This design comes from an exercise in tuning for small area on the open sky130 flow, not from production work.
Only simulation tests tie the RTL to the original design; equivalence was not proved.
Power is estimated from default activity; no workload was simulated.

==> flow/design.v <==
package ddr3_fe_pkg;
    typedef enum logic [2:0] {
        PROGRAM       = 3'b000,
        SOLID_ISLANDS = 3'b001,
        CORRECTION    = 3'b010,
        DDR3_INIT     = 3'b100,
        DDR3_READ     = 3'b101
    } fe_mode_e;
    typedef enum logic [2:0] {
        S_IDLE   = 3'd0,
        S_INIT   = 3'd1,
        S_HOST   = 3'd2,
        S_FILTER = 3'd3,
        S_DRAIN  = 3'd4
    } seq_state_e;
    localparam int DATA_W_DEF           = 32;
    localparam int ADDR_W_DEF           = 6;
    localparam int MAX_READS_DEF        = 12;  
    localparam int QUEUE_DEPTH_DEF      = 12;  
    localparam int QUEUE_FULL_LEVEL_DEF = 12;  
endpackage
module cmd_queue #(
    parameter int ENTRY_W = 1 + ddr3_fe_pkg::ADDR_W_DEF + ddr3_fe_pkg::DATA_W_DEF,
    parameter int DEPTH   = ddr3_fe_pkg::QUEUE_FULL_LEVEL_DEF
) (
    input  logic               afi_clk,
    input  logic               push,
    input  logic [ENTRY_W-1:0] wentry,
    input  logic [DEPTH-1:0]   sel,
    output logic [ENTRY_W-1:0] head
);
    logic [ENTRY_W-1:0] entries [DEPTH];
    logic [ENTRY_W-1:0] part    [DEPTH/3];
    always_ff @(posedge afi_clk) begin
        if (push) begin
            entries[0] <= wentry;
            for (int i = 1; i < DEPTH; i++) begin
                entries[i] <= entries[i-1];
            end
        end
    end
    for (genvar g = 0; g < DEPTH / 3; g++) begin : g_aoi
        sel_aoi3 #(.W(ENTRY_W)) u_aoi (
            .a0 (entries[3*g]),   .s0 (sel[3*g]),
            .a1 (entries[3*g+1]), .s1 (sel[3*g+1]),
            .a2 (entries[3*g+2]), .s2 (sel[3*g+2]),
            .y_n(part[g])
        );
    end
    sel_nand4 #(.W(ENTRY_W)) u_nand (
        .a(part[0]), .b(part[1]), .c(part[2]), .d(part[3]), .y(head)
    );
endmodule
module sel_aoi3 #(
    parameter int W = 1
) (
    input  logic [W-1:0] a0,
    input  logic         s0,
    input  logic [W-1:0] a1,
    input  logic         s1,
    input  logic [W-1:0] a2,
    input  logic         s2,
    output logic [W-1:0] y_n
);
    assign y_n = ~((a0 & {W{s0}}) | (a1 & {W{s1}}) | (a2 & {W{s2}}));
endmodule
module sel_nand4 #(
    parameter int W = 1
) (
    input  logic [W-1:0] a,
    input  logic [W-1:0] b,
    input  logic [W-1:0] c,
    input  logic [W-1:0] d,
    output logic [W-1:0] y
);
    assign y = ~(a & b & c & d);
endmodule
module ddr3_front_end #(
    parameter int DATA_W           = ddr3_fe_pkg::DATA_W_DEF,
    parameter int ADDR_W           = ddr3_fe_pkg::ADDR_W_DEF,
    parameter int MAX_READS        = ddr3_fe_pkg::MAX_READS_DEF,
    parameter int QUEUE_DEPTH      = ddr3_fe_pkg::QUEUE_DEPTH_DEF,
    parameter int QUEUE_FULL_LEVEL = ddr3_fe_pkg::QUEUE_FULL_LEVEL_DEF
) (
    input  logic                  afi_clk,
    input  logic                  core_rstb,
    input  logic [2:0]            mode,    
    input  logic                  host_rd_req,
    input  logic [ADDR_W-1:0]     host_rd_addr,
    output logic                  host_rd_ready,
    output logic [DATA_W-1:0]     host_rdata,
    output logic                  host_rdata_valid,
    input  logic                  flt_wvalid,
    input  logic                  flt_rvalid,
    input  logic [ADDR_W-1:0]     flt_addr,
    input  logic [DATA_W-1:0]     flt_wdata,
    output logic                  flt_ready,
    output logic [DATA_W-1:0]     flt_rdata,
    output logic                  flt_rdata_valid,
    output logic                  init_done,
    output logic                  avl_burstbegin,
    output logic [ADDR_W-1:0]     avl_addr,
    output logic [DATA_W-1:0]     avl_wdata,
    output logic                  avl_read_req,
    output logic                  avl_write_req,
    input  logic                  avl_ready,
    input  logic                  avl_rdata_valid,
    input  logic [DATA_W-1:0]     avl_rdata
);
    localparam int ENTRY_W = 1 + ADDR_W + DATA_W;  
    localparam int N       = QUEUE_FULL_LEVEL;     
    localparam int FILL_W  = $clog2(N + 1);
    localparam int CNT_W   = $clog2(MAX_READS + 1);
    logic       active;    
    logic       draining;  
    logic [2:0] mode_q;    
    logic       st_init, st_host, st_filter;
    logic       serving_host;
    logic       reads_idle, read_allowed;
    assign serving_host = (mode_q == ddr3_fe_pkg::DDR3_READ);
    assign st_init      = active & (mode_q == ddr3_fe_pkg::DDR3_INIT);
    assign st_host      = active & serving_host;
    assign st_filter    = active & ((mode_q == ddr3_fe_pkg::PROGRAM) |
                                    (mode_q == ddr3_fe_pkg::SOLID_ISLANDS) |
                                    (mode_q == ddr3_fe_pkg::CORRECTION));
    always_ff @(posedge afi_clk or negedge core_rstb) begin
        if (!core_rstb) begin
            active   <= 1'b0;
            draining <= 1'b0;
            mode_q   <= ddr3_fe_pkg::PROGRAM;
        end else if (draining) begin
            if (reads_idle) begin
                draining <= 1'b0;
                active   <= 1'b1;
                mode_q   <= mode;
            end
        end else if (!active || mode != mode_q) begin
            draining <= 1'b1;
            active   <= 1'b0;
        end
    end
    logic [ADDR_W-1:0] sweep_addr;
    logic              sweep_write;
    assign sweep_write = st_init & ~init_done;
    always_ff @(posedge afi_clk or negedge core_rstb) begin
        if (!core_rstb) begin
            init_done <= 1'b0;
        end else if (!st_init) begin
            init_done <= 1'b0;  
        end else if (sweep_write & avl_ready & (sweep_addr == '1)) begin
            init_done <= 1'b1;  
        end
    end
    always_ff @(posedge afi_clk) begin
        if (!st_init) begin
            sweep_addr <= '0;
        end else if (sweep_write & avl_ready) begin
            sweep_addr <= sweep_addr + 1'b1;
        end
    end
    logic [FILL_W-1:0]  fill;
    logic               push, req_take;
    logic [N-1:0]       sel;
    logic [ENTRY_W-1:0] head;
    logic               head_write;
    logic [ADDR_W-1:0]  head_addr;
    logic [DATA_W-1:0]  head_wdata;
    assign flt_ready = (fill < FILL_W'(N));
    assign push      = (flt_wvalid | flt_rvalid) & flt_ready;  
    always_comb begin
        for (int i = 0; i < N; i++) begin
            sel[i] = st_filter & (fill == FILL_W'(i + 1));
        end
    end
    cmd_queue #(.ENTRY_W(ENTRY_W), .DEPTH(N)) u_queue (
        .afi_clk (afi_clk),
        .push    (push),
        .wentry  ({flt_wvalid, flt_addr, flt_wdata}),  
        .sel     (sel),
        .head    (head)
    );
    assign {head_write, head_addr, head_wdata} = head;
    always_ff @(posedge afi_clk or negedge core_rstb) begin
        if (!core_rstb) begin
            fill <= '0;
        end else begin
            fill <= fill + {{(FILL_W-1){req_take & ~push}}, push ^ req_take};
        end
    end
    assign avl_write_req  = sweep_write | head_write;
    assign avl_read_req   = ((st_host & host_rd_req) | (st_filter & (fill != '0) & ~head_write)) &
                            read_allowed;
    assign avl_addr       = ({ADDR_W{st_init}} & sweep_addr) |
                            ({ADDR_W{st_host}} & host_rd_addr) | head_addr;
    assign avl_wdata      = head_wdata;  
    assign avl_burstbegin = (avl_read_req | avl_write_req) & avl_ready;
    assign req_take       = st_filter & avl_burstbegin;
    assign host_rd_ready  = st_host & read_allowed & avl_ready;
    logic [CNT_W-1:0]  in_flight;  
    logic [DATA_W-1:0] rdata_q;    
    logic              read_accepted;
    assign read_accepted = avl_read_req & avl_ready;
    always_ff @(posedge afi_clk or negedge core_rstb) begin
        if (!core_rstb) begin
            in_flight <= '0;
        end else begin
            in_flight <= in_flight + {{(CNT_W-1){avl_rdata_valid & ~read_accepted}},
                                      read_accepted ^ avl_rdata_valid};
        end
    end
    assign read_allowed = (in_flight < CNT_W'(MAX_READS));
    assign reads_idle   = (in_flight == '0);
    always_ff @(posedge afi_clk or negedge core_rstb) begin
        if (!core_rstb) begin
            host_rdata_valid <= 1'b0;
            flt_rdata_valid  <= 1'b0;
        end else begin
            host_rdata_valid <= avl_rdata_valid & serving_host;
            flt_rdata_valid  <= avl_rdata_valid & ~serving_host;
        end
    end
    always_ff @(posedge afi_clk) begin
        rdata_q <= avl_rdata;
    end
    assign host_rdata = rdata_q;
    assign flt_rdata  = rdata_q;
endmodule
export LEC_CHECK = 0
export CAP_MARGIN = 20
export CORE_MARGIN = 2
export CORE_UTILIZATION = 60
export CTS_BUF_LIST = sky130_fd_sc_hd__clkbuf_4
export CTS_CLUSTER_DIAMETER = 40
export CTS_CLUSTER_SIZE = 10
export PLACE_DENSITY = 0.9
export SLEW_MARGIN = 20
export SYNTH_HIERARCHICAL = 1
create_clock -name core_clock -period 5.0 [get_ports {afi_clk}]
standard.sh (not shown) runs the stock make flow with config.mk's settings and CLKGATE_MAP_FILE= SYNTH_SCRIPT=/design/flow/synth_recipe.tcl, a recipe that flattens the netlist after the stock synthesis.
==> flow/flow/run.sh <==
#!/bin/bash
# The standard layout with two changes:
# - the port buffers buffer_ports inserts during global placement are the
#   smallest buffer (sky130_fd_sc_hd__buf_1); every port still gets its buffer;
# - clock tree synthesis adds no dummy load cells on the clock tree's leaves.
# The clock tree settings repeat config.mk's.
set -euo pipefail
export BUFFER_PORTS_ARGS="-buffer_cell sky130_fd_sc_hd__buf_1"
export CTS_ARGS="-sink_clustering_enable -repair_clock_nets -dont_use_dummy_load -sink_clustering_size 10 -sink_clustering_max_diameter 40 -buf_list sky130_fd_sc_hd__clkbuf_4"
bash standard.sh > standard.log 2>&1
Edit:
--- a/flow/config.mk
+++ b/flow/config.mk
@@ -12,5 +12,4 @@
 export CTS_CLUSTER_DIAMETER = 40
 export CTS_CLUSTER_SIZE = 10
-export PLACE_DENSITY = 0.9
 export SLEW_MARGIN = 20
 export SYNTH_HIERARCHICAL = 1
Die area is unchanged.
Maximum frequency hardly moves.
Worst hold slack got worse by 0.045 ns.
Combinational power stays flat.
Global-route usage goes down by 1.0 points.
Synthesized cell count stays the same.
Via count goes down by 3.5%.
Worst setup slack improved by 0.0066 ns.
Edit:
--- a/flow/flow/run.sh
+++ b/flow/flow/run.sh
@@ -7,4 +7,4 @@
 set -euo pipefail
 export BUFFER_PORTS_ARGS="-buffer_cell sky130_fd_sc_hd__buf_1"
-export CTS_ARGS="-sink_clustering_enable -repair_clock_nets -dont_use_dummy_load -sink_clustering_size 10 -sink_clustering_max_diameter 40 -buf_list sky130_fd_sc_hd__clkbuf_4"
+export CTS_ARGS="-sink_clustering_enable -repair_clock_nets -dont_use_dummy_load -sink_clustering_size 11 -sink_clustering_max_diameter 35 -buf_list sky130_fd_sc_hd__clkbuf_4"
 bash standard.sh > standard.log 2>&1
--- a/flow/config.mk
+++ b/flow/config.mk
@@ -10,6 +10,7 @@
 export CORE_UTILIZATION = 60
 export CTS_BUF_LIST = sky130_fd_sc_hd__clkbuf_4
-export CTS_CLUSTER_DIAMETER = 40
-export CTS_CLUSTER_SIZE = 10
+export CTS_CLUSTER_DIAMETER = 35
+export CTS_CLUSTER_SIZE = 11
+export PLACE_DENSITY = 0.8
 export SLEW_MARGIN = 20
 export SYNTH_HIERARCHICAL = 1
=> Clock-buffer cell count increases by 14; sequential power increases slightly; worst setup slack is worse by 0.055 ns; clock skew increases by 0.019 ns; total power increases by a few percent.
Edit:
--- a/flow/flow/run.sh
+++ b/flow/flow/run.sh
@@ -7,4 +7,4 @@
 set -euo pipefail
 export BUFFER_PORTS_ARGS="-buffer_cell sky130_fd_sc_hd__buf_1"
-export CTS_ARGS="-sink_clustering_enable -repair_clock_nets -dont_use_dummy_load -sink_clustering_size 11 -sink_clustering_max_diameter 35 -buf_list sky130_fd_sc_hd__clkbuf_4"
+export CTS_ARGS="-sink_clustering_enable -repair_clock_nets -dont_use_dummy_load -sink_clustering_size 10 -sink_clustering_max_diameter 40 -buf_list {sky130_fd_sc_hd__clkbuf_4 sky130_fd_sc_hd__clkbuf_8}"
 bash standard.sh > standard.log 2>&1
--- a/flow/config.mk
+++ b/flow/config.mk
@@ -9,7 +9,7 @@
 export CORE_MARGIN = 2
 export CORE_UTILIZATION = 60
-export CTS_BUF_LIST = sky130_fd_sc_hd__clkbuf_4
-export CTS_CLUSTER_DIAMETER = 35
-export CTS_CLUSTER_SIZE = 11
+export CTS_BUF_LIST = sky130_fd_sc_hd__clkbuf_4 sky130_fd_sc_hd__clkbuf_8
+export CTS_CLUSTER_DIAMETER = 40
+export CTS_CLUSTER_SIZE = 10
 export PLACE_DENSITY = 0.8
 export SLEW_MARGIN = 20
Outcome: The changed run went through all stages and came out clean. Total power rose by 4.8%. Via count stays flat. Flip-flop and latch count is unchanged. Cell area goes up by 1.9%.

static timing again, ports no longer ideal:
How much do the figures lean on ideal ports? The routed layouts below were timed once more, with nothing changed but the port constraints. Step 1, drivers: a clkbuf_16 drives afi_clk and a buf_2 each remaining input, both assumed. Step 2 adds t to the input delays and takes it off the output delays; t is the mean of the earliest and latest rising clock arrival at the registers after step 1. Input paths then give back, and output paths get back, about the clock's delay inside the block. Three values: ideal ports, drivers, drivers and shift; two values: the first two.
run | t, ns | slack for setup (ns) | worst slew at a driven data input, ns | cell pins on the clock port's net
the first run | 0.711 | 0.300 / 0.250 / 0.944 | 0.05 | 1
the second run | 0.762 | 0.307 / 0.262 / 1.025 | 0.09 | 1
the third run | 0.712 | 0.252 / 0.208 / 0.909 | 0.05 | 1
the fourth run | 0.607 | 0.371 / 0.326 / 0.923 | 0.05 | 1
After both steps every run listed still meets setup and hold.
